From an optimization exercise on the open Yosys and OpenROAD flow, aimed at small area; shortcuts taken in it are not production practice.
At most, simulation tests tie the RTL to the original design; equivalence was not proved.
No functional check of the RTL was part of run 2.
Power figures rest on the tool's default switching activity, not on a simulated workload.

`flow/config.mk`:
```
export PLATFORM = sky130hd
export DESIGN_NAME = reg_file_sb
export DESIGN_NICKNAME = reg_file_sb
export VERILOG_FILES = /design/flow/design.v
export SDC_FILE = /design/flow/constraint.sdc
export NUM_CORES = 4
export LEC_CHECK = 0
export CAP_MARGIN = 20
export CORE_MARGIN = 2
export CORE_UTILIZATION = 40
export SLEW_MARGIN = 20
```
`flow/constraint.sdc`:
```
create_clock -name core_clock -period 6.0 [get_ports {clk}]
set_input_delay 1.2000 -clock core_clock [delete_from_list [all_inputs] [get_ports {clk}]]
set_output_delay 1.2000 -clock core_clock [all_outputs]
set_load 0.01 [all_outputs]
```
`flow/run.sh`:
```
#!/bin/bash
# synth_recipe.tcl (not shown) runs the flow's synth.tcl, then flattens the netlist and writes it again
# the make line also repeats each setting of config.mk as NAME=value (left out here)
make -C /OpenROAD-flow-scripts/flow DESIGN_CONFIG=/design/flow/config.mk WORK_HOME=/design/flow/orfs CLKGATE_MAP_FILE= SYNTH_SCRIPT=/design/flow/synth_recipe.tcl finish
```
`flow/design.v`:
```
package rf_pkg;
  localparam int XLEN_DEF  = 32;
  localparam int NREGS_DEF = 32;
  localparam int AW_DEF    = $clog2(NREGS_DEF);
  typedef logic [AW_DEF-1:0]   reg_addr_t;
  typedef logic [XLEN_DEF-1:0] xword_t;
  localparam reg_addr_t REG_ZERO = '0;
endpackage
module rf_read_port
#(
  parameter int XLEN  = rf_pkg::XLEN_DEF,
  parameter int NREGS = rf_pkg::NREGS_DEF,
  parameter int AW    = $clog2(NREGS)
) (
  input  logic [NREGS*XLEN-1:0] rf_i,
  input  logic [NREGS-1:0]      valid_i,
  input  logic [NREGS-1:0]      busy_i,
  input  logic                  wr_en_i,
  input  logic [AW-1:0]         wr_addr_i,
  input  logic [XLEN-1:0]       wr_data_i,
  input  logic [AW-1:0]         rs_addr_i,
  output logic [XLEN-1:0]       rs_data_o,
  output logic                  rs_busy_o
);
  logic             is_zero;
  logic             byp;
  logic [NREGS-1:0] sel;
  assign is_zero = (rs_addr_i == AW'(rf_pkg::REG_ZERO));
  assign byp     = wr_en_i && (wr_addr_i == rs_addr_i) && !is_zero;
  always_comb begin
    for (int r = 0; r < NREGS; r++) begin
      sel[r] = (rs_addr_i == AW'(r)) && valid_i[r] && !byp;
    end
  end
  always_comb begin
    rs_data_o = byp ? wr_data_i : '0;
    for (int r = 1; r < NREGS; r++) begin
      rs_data_o = rs_data_o | (rf_i[r*XLEN +: XLEN] & {XLEN{sel[r]}});
    end
  end
  always_comb begin
    rs_busy_o = busy_i[rs_addr_i] & ~byp & ~is_zero;
  end
endmodule
module reg_file_sb
#(
  parameter int  XLEN  = rf_pkg::XLEN_DEF,
  parameter int  NREGS = rf_pkg::NREGS_DEF,
  parameter int  NRD   = 2,
  localparam int AW    = $clog2(NREGS)
) (
  input  logic                clk,
  input  logic                rst_n,
  input  logic [NRD*AW-1:0]   rs_addr,
  input  logic [NRD-1:0]      rs_used,
  output logic [NRD*XLEN-1:0] rs_data,
  output logic [NRD-1:0]      rs_busy,
  output logic                stall,
  input  logic                wr_en,
  input  logic [AW-1:0]       wr_addr,
  input  logic [XLEN-1:0]     wr_data,
  input  logic                iss_en,
  input  logic [AW-1:0]       iss_rd,
  input  logic                flush
);
  logic [XLEN-1:0]       rf_q [1:NREGS-1];
  logic [NREGS-1:1]      we;
  logic [NREGS-1:1]      valid_q;
  logic [NREGS-1:1]      busy_q;
  logic [NREGS-1:1]      busy_d;
  logic [NREGS*XLEN-1:0] rf_flat;
  logic [NREGS-1:0]      busy_vec;
  logic [NREGS-1:0]      valid_vec;
  logic                  byp_en;
  assign byp_en = wr_en & rst_n;
  always_comb begin
    for (int r = 1; r < NREGS; r++) begin
      we[r] = wr_en && (wr_addr == AW'(r));
    end
  end
  always_ff @(posedge clk) begin
    for (int r = 1; r < NREGS; r++) begin
      rf_q[r] <= (wr_data & {XLEN{we[r]}}) | (rf_q[r] & {XLEN{~we[r]}});
    end
  end
  always_ff @(posedge clk or negedge rst_n) begin
    if (!rst_n) begin
      valid_q <= '0;
    end else begin
      valid_q <= valid_q | we;
    end
  end
  always_comb begin
    for (int r = 1; r < NREGS; r++) begin
      busy_d[r] = (busy_q[r] & ~we[r] & ~flush) | (iss_en && (iss_rd == AW'(r)));
    end
  end
  always_ff @(posedge clk or negedge rst_n) begin
    if (!rst_n) begin
      busy_q <= '0;
    end else begin
      busy_q <= busy_d;
    end
  end
  assign rf_flat[XLEN-1:0] = '0;
  assign busy_vec          = {busy_q, 1'b0};
  assign valid_vec         = {valid_q, 1'b0};
  for (genvar r = 1; r < NREGS; r++) begin : g_flat
    assign rf_flat[r*XLEN +: XLEN] = rf_q[r];
  end
  for (genvar i = 0; i < NRD; i++) begin : g_rd
    rf_read_port #(
      .XLEN  (XLEN),
      .NREGS (NREGS),
      .AW    (AW)
    ) u_rd (
      .rf_i      (rf_flat),
      .valid_i   (valid_vec),
      .busy_i    (busy_vec),
      .wr_en_i   (byp_en),
      .wr_addr_i (wr_addr),
      .wr_data_i (wr_data),
      .rs_addr_i (rs_addr[i*AW +: AW]),
      .rs_data_o (rs_data[i*XLEN +: XLEN]),
      .rs_busy_o (rs_busy[i])
    );
  end
  assign stall = |(rs_used & rs_busy);
endmodule
```
==> results of run 1 <==
final cells by class:
class,count,share of cell area [%]
Sequential cell,1054,51.67
Multi-Input combinational cell,2114,25.54
Timing Repair Buffer,754,12.67
Clock buffer,124,4.834
Tap cell,1536,3.168
Clock inverter,89,1.776
Inverter,34,0.2103
Antenna cell,34,0.1402
cells by family after synthesis:
| family | after synthesis | share of synthesized area [%] |
|---|---|---|
| mux | 15 | 0.6352 |
| compound gates | 1293 | 21.20 |
| simple gates | 795 | 8.737 |
| xor+xnor | 10 | 0.1853 |
| buf+inv | 340 | 2.949 |
| flops | 1054 | 66.30 |
power by group:
group / total [mW] / internal, mW / leakage, nW / switching (mW)
registers: 8.45 / 8.18 / 9.71 / 0.277
clock network: 7.68 / 4.48 / 1.92 / 3.21
logic: 2.13 / 0.708 / 8.58 / 1.42
per-stage QoR:
step | setup TNS, ns | hold WS (ns) | setup WS (ns) | util (%)
final | -0.7420 | 0.4910 | -0.1063 | 51.59
after global routing | -0.1654 | 0.5048 | -0.05817 | 51.52
after CTS | -0.1203 | 0.4853 | -0.05889 | 51.22
after detailed placement | -2.880 | 0.4690 | -0.3431 | 47.63
after global placement | -4.473 | 0.4668 | -0.4527 | 47.58
after floorplan | 0 | 0.4454 | 1.250 | -
layer usage:
metal | vias up | wire, um | part of all wire (%) | GRT usage (%)
li1 | 16020 | - | - | -
met1 | 22650 | 106300 | 34 | 62.01
met2 | 5653 | 123100 | 39 | 68.52
met3 | 1803 | 53390 | 17 | 24.47
met4 | 16 | 33390 | 11 | 41.51
met5 | - | 169 | 0.053 | 0.4802
critical path: stages:
cell and delay, ns:
clkdlybuf4s50_1 0.52, buf_12 0.24, nand3b_1 0.82, a21oi_2 0.72, buf_4 0.25, a32o_1 0.18, a221oi_1 0.06, nand4_1 0.21
clkdlybuf4s50_1 0.68
layout by cell type (no fill, tap or decap), types with 34 or more instances in the layout:
cell type	n
o22ai_1	55
a21oi_1	108
diode_2	34
buf_12	130
nand4_1	103
dfrtp_1	58
nand2_1	204
o21ai_0	64
a32oi_1	121
buf_4	489
and3_1	64
inv_1	34
nor2_4	35
clkdlybuf4s50_1	102
a22oi_1	366
nor2_1	67
a31oi_1	50
a221oi_1	140
nand3_1	140
a22o_1	82
clkbuf_16	116
edfxtp_1	992
a32o_1	50
worst paths after layout:
path | startpoint | end | slack, ns | depth (start not counted)
min in group asynchronous | rst_n | valid_q[24] | 0.69 | 2
max | rs_addr[5] | rs_data[63] | -0.11 | 9
max reg2reg | valid_q[4] | valid_q[4] | 4.41 | 2
min reg2reg | valid_q[29] | valid_q[29] | 0.49 | 1
min | valid_q[29] | valid_q[29] | 0.49 | 1
max in group asynchronous | rst_n | valid_q[1] | 4.58 | 2
timing repair:
action,in CTS,in global routing
pin swaps,7,6
cloned,1,0
resized for setup,39,45
setup endpoints to repair,38,54
buffers inserted,8,16
hold endpoints to repair,0,0
==> flow_summary.ini, run 1 <==
[global_route]
grt_usage_pct = 51.12
antenna_found_initial = 28
grt_max_degree = 63
grt_pass1_vias = 41840
grt_pass1_wl_mm = 406.1
grt_overflow_total = 0

[logic_synthesis]
yosys_warnings = 3
syn_nets = 3566
ys_seq_area_share_pct = 66.30
yosysMostFrequentCell = edfxtp_1
synth_cell_types = 78
synth_area_leaders = edfxtp_1 (63%), a22oi_1 (5.8%), dfrtp_1 (3.3%), a221oi_1 (2.7%), a32oi_1 (2.2%)
synthDominantCellAreaShare_pct = 63.01
syn_avg_cell_area_sq_um = 13.48
synth_edf_count = 992
synth_ff_type = edfxtp_1
async_flop_share_pct = 5.882
synth_top_area_cell = edfxtp_1
synth_cells = 3507
synth_common_cells = edfxtp_1 (992), a22oi_1 (367), clkbuf_1 (232), nand2_1 (206), a221oi_1 (147)
synth_area_sq_um = 47270
ys_seq_elements = 1054

[clocking]
cts_buffers = 113
cts.sinks = 1054
ctsHoldBuffers = 0
clk-insertion-delay-late_ns = 0.74
clkTransAtPathRegs_ns = 0.07
root_buffer = clkbuf_16
h-tree-depth = 3
cts_tree = built
cts_buffer_depth = 3

[layout]
layout-drive-gt1-share_pct = 24.32
fin_area_sq_um = 60670
fillers = 10090
areaGrowthSynthToFinish_pct = 28.34
stdcell_count = 5739
ff_latch_area_sq_um = 31350
fin_nets = 4130
multi_input_area_sq_um = 15490

[place]
placed_cells = 5467
gp_congestion = 1.101
port_buffers = 125
dp_hpwl_mm = 209.2
post_dp_cell_area_sq_um = 56010

[routing]
routed_wirelength_mm = 316.3
avgViaCountPerCell = 8.039
drc = 0
drt.antenna.violating_nets = 0
wire_per_inst_um = 55.12
firstDrtPassIters = 8
vias = 46140
drt_iter0_markers = 10580

[job]
drv_cap = 0

[die]
die_y_um = 347.8
start_util_pct = 40.20
coreArea_sq_um = 117600
die_area_sq_um = 120900
io_pins = 126
num_rows = 126
die_w_um = 347.8

[power_and_ir_drop]
leakage_nw = 20.21
p_per_area_nw_per_um2 = 301.1
p_total_mw = 18.27
peakVddDrop_mv = 0.3207

[setup_path]
worst_ep_required_time_ns = 4.80
crit_fanout = 23
critPathArrivalTime_ns = 4.91
start_kind = primary input
end_kind = primary output
crit_type = primary input to primary output

[status]
so_faults = negative setup slack
outcome = finished with violations

[sta]
clock.fmax_mhz = 163.8
finClkSkew_ns = 0
relSlewSlack_pct = 11.96
hold_viol = 0
period_minus_slack_ns = 6.106
rsz0062_at_grt = yes
worstMarginPinSlew_ns = 1.321
setup_viol = 16
period_share_pct = 101.8
setup_ws_ns = -0.1063
slew_violations = 0

[hold_path]
hp-class = register to register
==> run 2, diff against run 1 <==
--- a/flow/design.v
+++ b/flow/design.v
@@ -13,7 +13,6 @@
   parameter int AW    = $clog2(NREGS)
 ) (
   input  logic [NREGS*XLEN-1:0] rf_i,
-  input  logic [NREGS-1:0]      valid_i,
   input  logic [NREGS-1:0]      busy_i,
   input  logic                  wr_en_i,
   input  logic [AW-1:0]         wr_addr_i,
@@ -22,20 +21,17 @@
   output logic [XLEN-1:0]       rs_data_o,
   output logic                  rs_busy_o
 );
-  logic             is_zero;
-  logic             byp;
-  logic [NREGS-1:0] sel;
+  logic is_zero;
+  logic byp;
   assign is_zero = (rs_addr_i == AW'(rf_pkg::REG_ZERO));
-  assign byp     = wr_en_i && (wr_addr_i == rs_addr_i) && !is_zero;
+  assign byp     = wr_en_i && (wr_addr_i == rs_addr_i);
   always_comb begin
-    for (int r = 0; r < NREGS; r++) begin
-      sel[r] = (rs_addr_i == AW'(r)) && valid_i[r] && !byp;
+    rs_data_o = rf_i[int'(rs_addr_i)*XLEN +: XLEN];
+    if (byp) begin
+      rs_data_o = wr_data_i;
     end
-  end
-  always_comb begin
-    rs_data_o = byp ? wr_data_i : '0;
-    for (int r = 1; r < NREGS; r++) begin
-      rs_data_o = rs_data_o | (rf_i[r*XLEN +: XLEN] & {XLEN{sel[r]}});
+    if (is_zero) begin
+      rs_data_o = '0;
     end
   end
   always_comb begin
@@ -64,35 +60,48 @@
   input  logic                flush
 );
   logic [XLEN-1:0]       rf_q [1:NREGS-1];
-  logic [NREGS-1:1]      we;
-  logic [NREGS-1:1]      valid_q;
+  logic [XLEN-1:0]       rf_d [1:NREGS-1];
   logic [NREGS-1:1]      busy_q;
   logic [NREGS-1:1]      busy_d;
   logic [NREGS*XLEN-1:0] rf_flat;
   logic [NREGS-1:0]      busy_vec;
-  logic [NREGS-1:0]      valid_vec;
+  logic                  wr_ok;
+  logic                  iss_ok;
   logic                  byp_en;
+  assign wr_ok  = wr_en  && (wr_addr != AW'(rf_pkg::REG_ZERO));
+  assign iss_ok = iss_en && (iss_rd  != AW'(rf_pkg::REG_ZERO));
   assign byp_en = wr_en & rst_n;
   always_comb begin
     for (int r = 1; r < NREGS; r++) begin
-      we[r] = wr_en && (wr_addr == AW'(r));
-    end
-  end
-  always_ff @(posedge clk) begin
-    for (int r = 1; r < NREGS; r++) begin
-      rf_q[r] <= (wr_data & {XLEN{we[r]}}) | (rf_q[r] & {XLEN{~we[r]}});
+      rf_d[r] = rf_q[r];
+      if (wr_ok && (wr_addr == AW'(r))) begin
+        rf_d[r] = wr_data;
+      end
     end
   end
   always_ff @(posedge clk or negedge rst_n) begin
     if (!rst_n) begin
-      valid_q <= '0;
+      for (int r = 1; r < NREGS; r++) begin
+        rf_q[r] <= '0;
+      end
     end else begin
-      valid_q <= valid_q | we;
+      for (int r = 1; r < NREGS; r++) begin
+        rf_q[r] <= rf_d[r];
+      end
     end
   end
   always_comb begin
+    busy_d = busy_q;
     for (int r = 1; r < NREGS; r++) begin
-      busy_d[r] = (busy_q[r] & ~we[r] & ~flush) | (iss_en && (iss_rd == AW'(r)));
+      if (wr_ok && (wr_addr == AW'(r))) begin
+        busy_d[r] = 1'b0;
+      end
+      if (flush) begin
+        busy_d[r] = 1'b0;
+      end
+      if (iss_ok && (iss_rd == AW'(r))) begin
+        busy_d[r] = 1'b1;
+      end
     end
   end
   always_ff @(posedge clk or negedge rst_n) begin
@@ -104,7 +113,6 @@
   end
   assign rf_flat[XLEN-1:0] = '0;
   assign busy_vec          = {busy_q, 1'b0};
-  assign valid_vec         = {valid_q, 1'b0};
   for (genvar r = 1; r < NREGS; r++) begin : g_flat
     assign rf_flat[r*XLEN +: XLEN] = rf_q[r];
   end
@@ -115,7 +123,6 @@
       .AW    (AW)
     ) u_rd (
       .rf_i      (rf_flat),
-      .valid_i   (valid_vec),
       .busy_i    (busy_vec),
       .wr_en_i   (byp_en),
       .wr_addr_i (wr_addr),
==> flow_summary.ini, run 2 <==
[status]
outcome = complete, no violations

[logic_synthesis]
syn_avg_cell_area_sq_um = 13.62
synthDominantCellAreaShare_pct = 45.41
synth_common_cells = mux2_2 (1,113), dfrtp_1 (1,023), mux4_2 (374), nand2_1 (195), clkbuf_1 (189)
synth_area_leaders = dfrtp_1 (45%), mux2_2 (22%), mux4_2 (15%), mux2i_1 (2.3%), buf_2 (1.3%)
async_flop_share_pct = 100.0
yosys_warnings = 4
yosysMostFrequentCell = mux2_2
synth_cell_types = 63
synth_ff_type = dfrtp_1
syn_nets = 4197
ys_seq_elements = 1023
synth_edf_count = 0
synth_cells = 4138
synth_top_area_cell = dfrtp_1
synth_area_sq_um = 56380
ys_seq_area_share_pct = 45.41

[setup_path]
critPathArrivalTime_ns = 4.66
cpMostUsedCell = clkdlybuf4s50_1
critPathBufInv = 3
start_kind = primary input
cp_cell_sequence = clkdlybuf4s50_1 -> nand2_1 -> or4_2 -> buf_4 -> and3_1 -> nor2_1 -> clkdlybuf4s50_1
end_kind = primary output
crit_fanout = 26
max_stage_delay_ns = 0.84
critPathTopFamily = simple AND/OR/NAND/NOR gates
crit_type = primary input to primary output
cp_slowest_cell = or4_2
worst_ep_required_time_ns = 4.80

[layout]
final_common_cell = mux2_2
areaGrowthSynthToFinish_pct = 13.18
layout_common_cells = mux2_2 (1,113), dfrtp_1 (1,023), mux4_2 (374)
largest_register = rf_q
fillers = 12540
largest_reg_flops = 992
stdcell_count = 6128
reg_top3 = rf_q: 992 flops, busy_q: 31 flops
fin_nets = 4221
layout-drive-gt1-share_pct = 45.99

[clocking]
clkTransAtPathRegs_ns = 0.06
cts.sinks = 1023
cts_setup_buffers = 0
root_buffer = clkbuf_16
cts_buffer_depth = 3
ctsHoldBuffers = 0
ctsResizeCount = 0
h-tree-depth = 3
cts_tree = built
cts_buffers = 109
clk-insertion-delay-late_ns = 0.72

[place]
dp_hpwl_mm = 121.7
port_buffers = 125
gp_congestion = 0.8493
placed_cells = 5927

[die]
die_area_sq_um = 144000
die_y_um = 379.4
die_w_um = 379.4
num_rows = 137
start_util_pct = 40.35
coreArea_sq_um = 139700
io_pins = 126

[routing]
drt_iter0_markers = 4307
vias = 39520
drc = 0
firstDrtPassIters = 5
drt.antenna.violating_nets = 0
avgViaCountPerCell = 6.450
wire_per_inst_um = 33.10
routed_wirelength_mm = 202.8

[power_and_ir_drop]
p_clk_share_pct = 34.1
power.internal_mw = 14.95
peakVddDrop_mv = 0.2399
p_switching_mw = 5.757
comb_power_share_pct = 21.6
p_seq_share_pct = 44.3
swShare_pct = 27.81
leakage_nw = 27.11
p_per_area_nw_per_um2 = 324.5

[sta]
slew_violations = 0
period_minus_slack_ns = 5.865
tns_ns = 0
worstMarginPinSlew_ns = 1.187
setup_viol = 0
finClkSkew_ns = 0
clock.fmax_mhz = 170.5
period_share_pct = 97.75
hold_viol = 0
rsz0062_at_grt = no
relSlewSlack_pct = 20.60

[global_route]
grt_pass1_vias = 39790
grt_overflow_total = 0
grt_max_degree = 123
grt_usage_pct = 28.33
antenna_found_initial = 5
grt_pass1_wl_mm = 294.0

[job]
drv_cap = 0

[hold_path]
hp-class = register to register
==> run 2: cell types whose count changed in the layout (fill, tap and decap cells not counted), sizes merged, moves of 93 or more <==
cell | before | now
a22oi | 367 | 26
dfrtp | 62 | 1023
mux4 | 12 | 383
nand4 | 103 | 5
a221oi | 149 | 49
a32oi | 121 | 1
edfxtp | 992 | 0
nand3 | 140 | 47
mux2 | 0 | 1113
mux2i | 3 | 129
buf | 632 | 240
==> run 2: final timing paths <==
kind                         startpoint           end  slack [ns]  cells after the start
max reg2reg                   busy_q[7]     busy_q[7]        5.20                      2
min in group asynchronous         rst_n  rf_q[27][29]        0.58                      2
max in group asynchronous         rst_n   rf_q[16][3]        2.72                      5
min reg2reg                rf_q[26][31]  rf_q[26][31]        0.52                      1
max                               wr_en    rs_data[0]        0.14                      7
min                        rf_q[26][31]  rf_q[26][31]        0.52                      1
==> run 2: routing by layer <==
layer	wire length [um]	global-route usage, %
met1	84960	39.58
met2	89360	42.07
met3	19400	6.744
met4	9033	12.22
met5	61	0
==> run 2: logic make-up (layout without fill, tap and decap cells) <==
| logic type | after synthesis | in the layout | synth area share, % |
|---|---|---|---|
| AND/OR/NAND/NOR | 538 | 538 | 4.554 |
| multiplexers | 1625 | 1625 | 39.88 |
| flip-flops | 1023 | 1023 | 45.41 |
| other | 0 | 1 | 0 |
| buffers and inverters | 461 | 574 | 4.068 |
| AO/OA/AOI/OAI | 481 | 481 | 5.932 |
| XOR/XNOR | 10 | 10 | 0.1554 |
==> run 2: layout make-up <==
type	count	area, sq um	area share, %
Clock buffer	173	3383	5.302
Antenna cell	1	2.502	0.003922
Sequential cell	1023	25600	40.12
Multi-Input combinational cell	2654	28720	45.01
Inverter	21	78.83	0.1235
Tap cell	1876	2347	3.679
Timing Repair Buffer	353	3336	5.228
Clock inverter	27	341.6	0.5353
==> run 2: power by group through the flow <==
stage,combinational [mW],sequential [mW],clock [mW]
2_1_floorplan,3.24,8.93,0
4_1_cts,4.45,9.14,7.16
3_5_place_dp,4.43,9.26,0
6_report,4.46,9.17,7.07
5_1_grt,4.75,9.35,7.45
3_3_place_gp,4.37,9.19,0
==> run 2: through the flow <==
stage | total power, mW | hold slack (ns) | utilization (%) | instance area, sq um | worst slack (ns)
4_1_cts | 20.75 | 0.5225 | 45.67 | 63810 | 0.1990
6_report | 20.70 | 0.5228 | 45.67 | 63810 | 0.1350
2_1_floorplan | 12.17 | 0.4816 | - | 56380 | 1.989
3_5_place_dp | 13.69 | 0.5090 | 43.01 | 60080 | 0.2093
5_1_grt | 21.55 | 0.5372 | 45.67 | 63800 | 0.09220
3_3_place_gp | 13.57 | 0.5011 | 43.01 | 60080 | 0.2088

[re-timing with driven ports]
The results above use ideal ports. As a check the final layouts listed here were re-extracted and re-timed, cells and wires unchanged.
Step 1 assumes that a clkbuf_16 drives the clock port and a buf_2 every other input.
Step 2 times the ports against the registers' clock, not the clock port: input delays grow and output delays shrink by t, the midpoint of the rising clock arrivals with the driver on.
Slacks: ideal / step 1 / step 2; pairs: ideal / step 1.
run | shift t [ns] | slack for setup (ns) | worst register clock-pin slew, ns
run 1 | 0.818 | -0.106 / -0.135 / -0.135 | 0.07 / 0.07
run 2 | 0.811 | 0.135 / 0.076 / 0.076 | 0.06 / 0.06
For run 2, which loses most, drivers alone change the setup slack by -0.059 ns; drivers and shift together by -0.059 ns.
